This is an optimization exercise on Yosys and OpenROAD, whose aim is small area and a short achievable clock period, not a production implementation. In this exercise RTL edits were held to simulation tests only and were not proved equivalent to the original.

== north ==
==> flow/design.v (excerpt) <==
module timing_recovery_top (
  input  logic               clk,
  input  logic               reset_n,
  input  logic [31:0]        sample_i,     
  output logic [31:0]        sym_o,        
  output logic               sym_valid_o,
  output logic [18:0]        err_o,        
  output logic signed [11:0] ctrl_o
);
Settings: LEC_CHECK=0, CAP_MARGIN=20, CORE_MARGIN=2, CORE_UTILIZATION=40, CTS_CLUSTER_DIAMETER=100, CTS_CLUSTER_SIZE=25, GPL_ROUTABILITY_DRIVEN=0, SLEW_MARGIN=20; clock period 12.0 ns.
standard.sh (not shown) runs the stock make flow with config.mk's settings and CLKGATE_MAP_FILE= SYNTH_SCRIPT=/design/flow/synth_recipe.tcl, a recipe that flattens the netlist after the stock synthesis.
==> flow/flow/run.sh <==
#!/bin/bash
# The standard layout (the standard.sh, unchanged synthesis and steps) with
# two make settings: the timing repair steps aim for 6.6 ns of setup slack
# (SETUP_SLACK_MARGIN=6.6), and every input and output port still gets its own
# buffer, but a buf_1 rather than the default delay buffer (BUFFER_PORTS_ARGS);
# the repair steps resize the ones on critical paths. The make output goes to
# standard_flow.log; each ORFS step also keeps its own log under orfs/logs.
set -euo pipefail
bash standard.sh SETUP_SLACK_MARGIN=6.6 "BUFFER_PORTS_ARGS=-buffer_cell sky130_fd_sc_hd__buf_1" finish > standard_flow.log 2>&1
north finished every stage and its layout cleared the timing, design-rule and antenna checks.
Inputs modified between north and south:
diff --git a/flow/config.mk b/flow/config.mk
--- a/flow/config.mk
+++ b/flow/config.mk
@@ -10,5 +10,4 @@
 export CORE_UTILIZATION = 40
-export CTS_CLUSTER_DIAMETER = 100
-export CTS_CLUSTER_SIZE = 25
-export GPL_ROUTABILITY_DRIVEN = 0
+export CTS_CLUSTER_DIAMETER = 70
+export CTS_CLUSTER_SIZE = 35
 export SLEW_MARGIN = 20
Notes after the runs:
- Diff north -> south: area growth from synthesis to layout higher, share of post-route cells with drive strength above 1 higher, placement-stage cell area roughly the same.
- south vs. north: final instance count without filler cells saw an increase, routed wire length saw an increase.
Input-level comparison between east and south:
diff --git a/flow/config.mk b/flow/config.mk
--- a/flow/config.mk
+++ b/flow/config.mk
@@ -9,5 +9,5 @@
 export CORE_MARGIN = 2
-export CORE_UTILIZATION = 40
-export CTS_CLUSTER_DIAMETER = 70
-export CTS_CLUSTER_SIZE = 35
+export CORE_UTILIZATION = 50
+export CTS_CLUSTER_DIAMETER = 100
+export CTS_CLUSTER_SIZE = 25
 export SLEW_MARGIN = 20
==> results.txt <==
- Between south and east, final design instance area without fill decreased.
- On multi-input logic cell count, south and east are neck and neck.
- Delta (east minus south): final-layout clock buffer total decreased 4; later-pin clock latency in the skew report moved down.
What west does differently from east at the input level:
==> flow/flow/run.sh <==
#!/bin/bash
# The standard layout (the standard.sh, unchanged synthesis and steps) with
# two make settings: the timing repair steps aim for 6.4 ns of setup slack
# (SETUP_SLACK_MARGIN=6.4), and every input and output port still gets its own
# buffer, but a buf_1 rather than the default delay buffer (BUFFER_PORTS_ARGS);
# the repair steps resize the ones on critical paths. The make output goes to
# standard_flow.log; each ORFS step also keeps its own log under orfs/logs.
set -euo pipefail
bash standard.sh SETUP_SLACK_MARGIN=6.4 "BUFFER_PORTS_ARGS=-buffer_cell sky130_fd_sc_hd__buf_1" finish > standard_flow.log 2>&1
diff --git a/flow/config.mk b/flow/config.mk
--- a/flow/config.mk
+++ b/flow/config.mk
@@ -9,3 +9,3 @@
 export CORE_MARGIN = 2
-export CORE_UTILIZATION = 50
+export CORE_UTILIZATION = 40
 export CTS_CLUSTER_DIAMETER = 100
Notes after the runs:
Min setup slack across west and east: west
Die area in west vs east: up 25%
Edits applied to the flow inputs when going from west to middle:
==> flow/flow/run.sh <==
#!/bin/bash
# The standard layout (the standard.sh, unchanged synthesis and steps) with
# two make settings: the timing repair steps aim for 6.8 ns of setup slack
# (SETUP_SLACK_MARGIN=6.8), and every input and output port still gets its own
# buffer, but a buf_1 rather than the default delay buffer (BUFFER_PORTS_ARGS);
# the repair steps resize the ones on critical paths. The make output goes to
# standard_flow.log; each ORFS step also keeps its own log under orfs/logs.
set -euo pipefail
bash standard.sh SETUP_SLACK_MARGIN=6.8 "BUFFER_PORTS_ARGS=-buffer_cell sky130_fd_sc_hd__buf_1" finish > standard_flow.log 2>&1
--- outcome ---
In summary, middle completed successfully, with a layout that passed the timing, design-rule and antenna checks. Total wire length after detailed routing in middle is about 3.7% lower than in west. Compared to west, middle has final period demand of the worst path 40 ps lower.


== build 55 ==
Another version of the RTL of timing_recovery_top (not shown whole).
Size in the first run: roughly 430 flip-flops, roughly 98 I/O pins.
==> flow/config.mk <==
export PLATFORM = sky130hd
export DESIGN_NAME = timing_recovery_top
export DESIGN_NICKNAME = timing_recovery_top
export VERILOG_FILES = /design/flow/design.v
export SDC_FILE = /design/flow/constraint.sdc
export NUM_CORES = 4
export LEC_CHECK = 0
export CAP_MARGIN = 20
export CORE_MARGIN = 2
export CORE_UTILIZATION = 40
export CTS_CLUSTER_DIAMETER = 100
export CTS_CLUSTER_SIZE = 25
export SLEW_MARGIN = 20
==> flow/constraint.sdc <==
create_clock -name core_clock -period 12.0 [get_ports {clk}]
set_input_delay 2.4000 -clock core_clock [delete_from_list [all_inputs] [get_ports {clk}]]
set_output_delay 2.4000 -clock core_clock [all_outputs]
set_load 0.01 [all_outputs]
==> flow/flow/run.sh <==
#!/bin/bash
# The standard layout (the standard.sh, unchanged synthesis and steps) with
# two make settings: the timing repair steps aim for 5.6 ns of setup slack
# (SETUP_SLACK_MARGIN=5.6), and every input and output port still gets its own
# buffer, but a buf_1 rather than the default delay buffer (BUFFER_PORTS_ARGS);
# the repair steps resize the ones on critical paths. The make output goes to
# standard_flow.log; each ORFS step also keeps its own log under orfs/logs.
set -euo pipefail
bash standard.sh SETUP_SLACK_MARGIN=5.6 "BUFFER_PORTS_ARGS=-buffer_cell sky130_fd_sc_hd__buf_1" finish > standard_flow.log 2>&1
Input changes introduced in build 14 (baseline for comparison: build 55):
==> flow/flow/run.sh <==
#!/bin/bash
# The standard layout (the standard.sh, unchanged synthesis and steps) with
# two make settings: the timing repair steps aim for 6.2 ns of setup slack
# (SETUP_SLACK_MARGIN=6.2), and every input and output port still gets its own
# buffer, but a buf_1 rather than the default delay buffer (BUFFER_PORTS_ARGS);
# the repair steps resize the ones on critical paths. The make output goes to
# standard_flow.log; each ORFS step also keeps its own log under orfs/logs.
set -euo pipefail
bash standard.sh SETUP_SLACK_MARGIN=6.2 "BUFFER_PORTS_ARGS=-buffer_cell sky130_fd_sc_hd__buf_1" finish > standard_flow.log 2>&1
==> results.txt <==
- Setup WNS build 55 -> build 14: better
- Build 55 finished all stages; the layout is clean.
- Build 14 | stages: all done | timing, DRC, antenna: all pass
- Delta (build 14 minus build 55): total number of cells along the worst setup path went up, signed area change from the synthesized netlist to the final layout increased 2.9 points, count of instances resized after the clock tree is built rose by 49, met2 wire length now smaller, clock network area share fell 0.67 points.
- [compare] base=build 55 new=build 14: slew at the pin with the worst max-slew slack has decreased; hold slack up 0.013 ns.
Changes in build 71 relative to build 14:
- setting TNS_END_PERCENT to 30 for the first time
==> flow/flow/run.sh <==
#!/bin/bash
# The standard layout (the standard.sh, unchanged synthesis and steps) with
# two make settings: the timing repair steps aim for 6 ns of setup slack
# (SETUP_SLACK_MARGIN=6), and every input and output port still gets its own
# buffer, but a buf_1 rather than the default delay buffer (BUFFER_PORTS_ARGS);
# the repair steps resize the ones on critical paths. The make output goes to
# standard_flow.log; each ORFS step also keeps its own log under orfs/logs.
set -euo pipefail
bash standard.sh SETUP_SLACK_MARGIN=6 "BUFFER_PORTS_ARGS=-buffer_cell sky130_fd_sc_hd__buf_1" finish > standard_flow.log 2>&1
### Flow results
Time the worst path needs with I/O delays and setup: build 71 vs build 14 up 0.33 ns. | placed cell area | build 71 vs build 14 | 0.44% lower |. Build 71 vs. build 14: global-route usage went up by 0.34 points. [compare] base=build 14 new=build 71: final cell count went down; worst hold slack comparable. Cmp build 71 and build 14 / non-clock buffer count / higher: build 14. Met2 layer usage reported by global route in build 71 vs build 14: up 1.0 points. Comparing build 71 and build 14, the higher core utilization was measured on build 14.

==> afterwards: timing with drivers on the ports <==
The results above use ideal ports. As a check the final layouts listed here were re-extracted and re-timed, cells and wires unchanged.
Step 1, drivers: a clkbuf_16 drives clk and a buf_2 each remaining input, both assumed.
Step 2, shift: input delay + t, output delay - t, t = (earliest + latest rising clock arrival at the registers) / 2. This alone moves slack from input paths to output paths.
a / b / c = ideal / step 1 / step 2; a / b = the first two.
run	shift t [ns]	setup WS [ns]	hold slack, ns	worst setup path after step 2	worst register clock-pin slew, ns
north	0.643	6.509 / 6.451 / 6.094	0.321 / 0.321 / 0.321	input to register	0.10 / 0.10
south	0.672	6.525 / 6.463 / 6.056	0.319 / 0.319 / 0.319	input to register	0.12 / 0.12
east	0.602	6.509 / 6.454 / 6.122	0.317 / 0.317 / 0.317	input to register	0.10 / 0.10
west	0.645	6.492 / 6.452 / 5.874	0.322 / 0.322 / 0.322	input to register	0.09 / 0.09
middle	0.629	6.532 / 6.488 / 6.309	0.325 / 0.325 / 0.325	input to register	0.10 / 0.10
build 55	0.625	5.769 / 5.805 / 5.181	0.317 / 0.317 / 0.317	input to register	0.10 / 0.10
build 14	0.621	6.267 / 6.301 / 5.681	0.330 / 0.330 / 0.330	input to register	0.10 / 0.10
build 71	0.621	5.941 / 5.960 / 5.339	0.329 / 0.329 / 0.329	input to register	0.10 / 0.10
After both steps setup and hold are still met in every run listed. The setup slack of west, which loses most, moves by -0.040 ns with the drivers and by -0.618 ns with both steps.
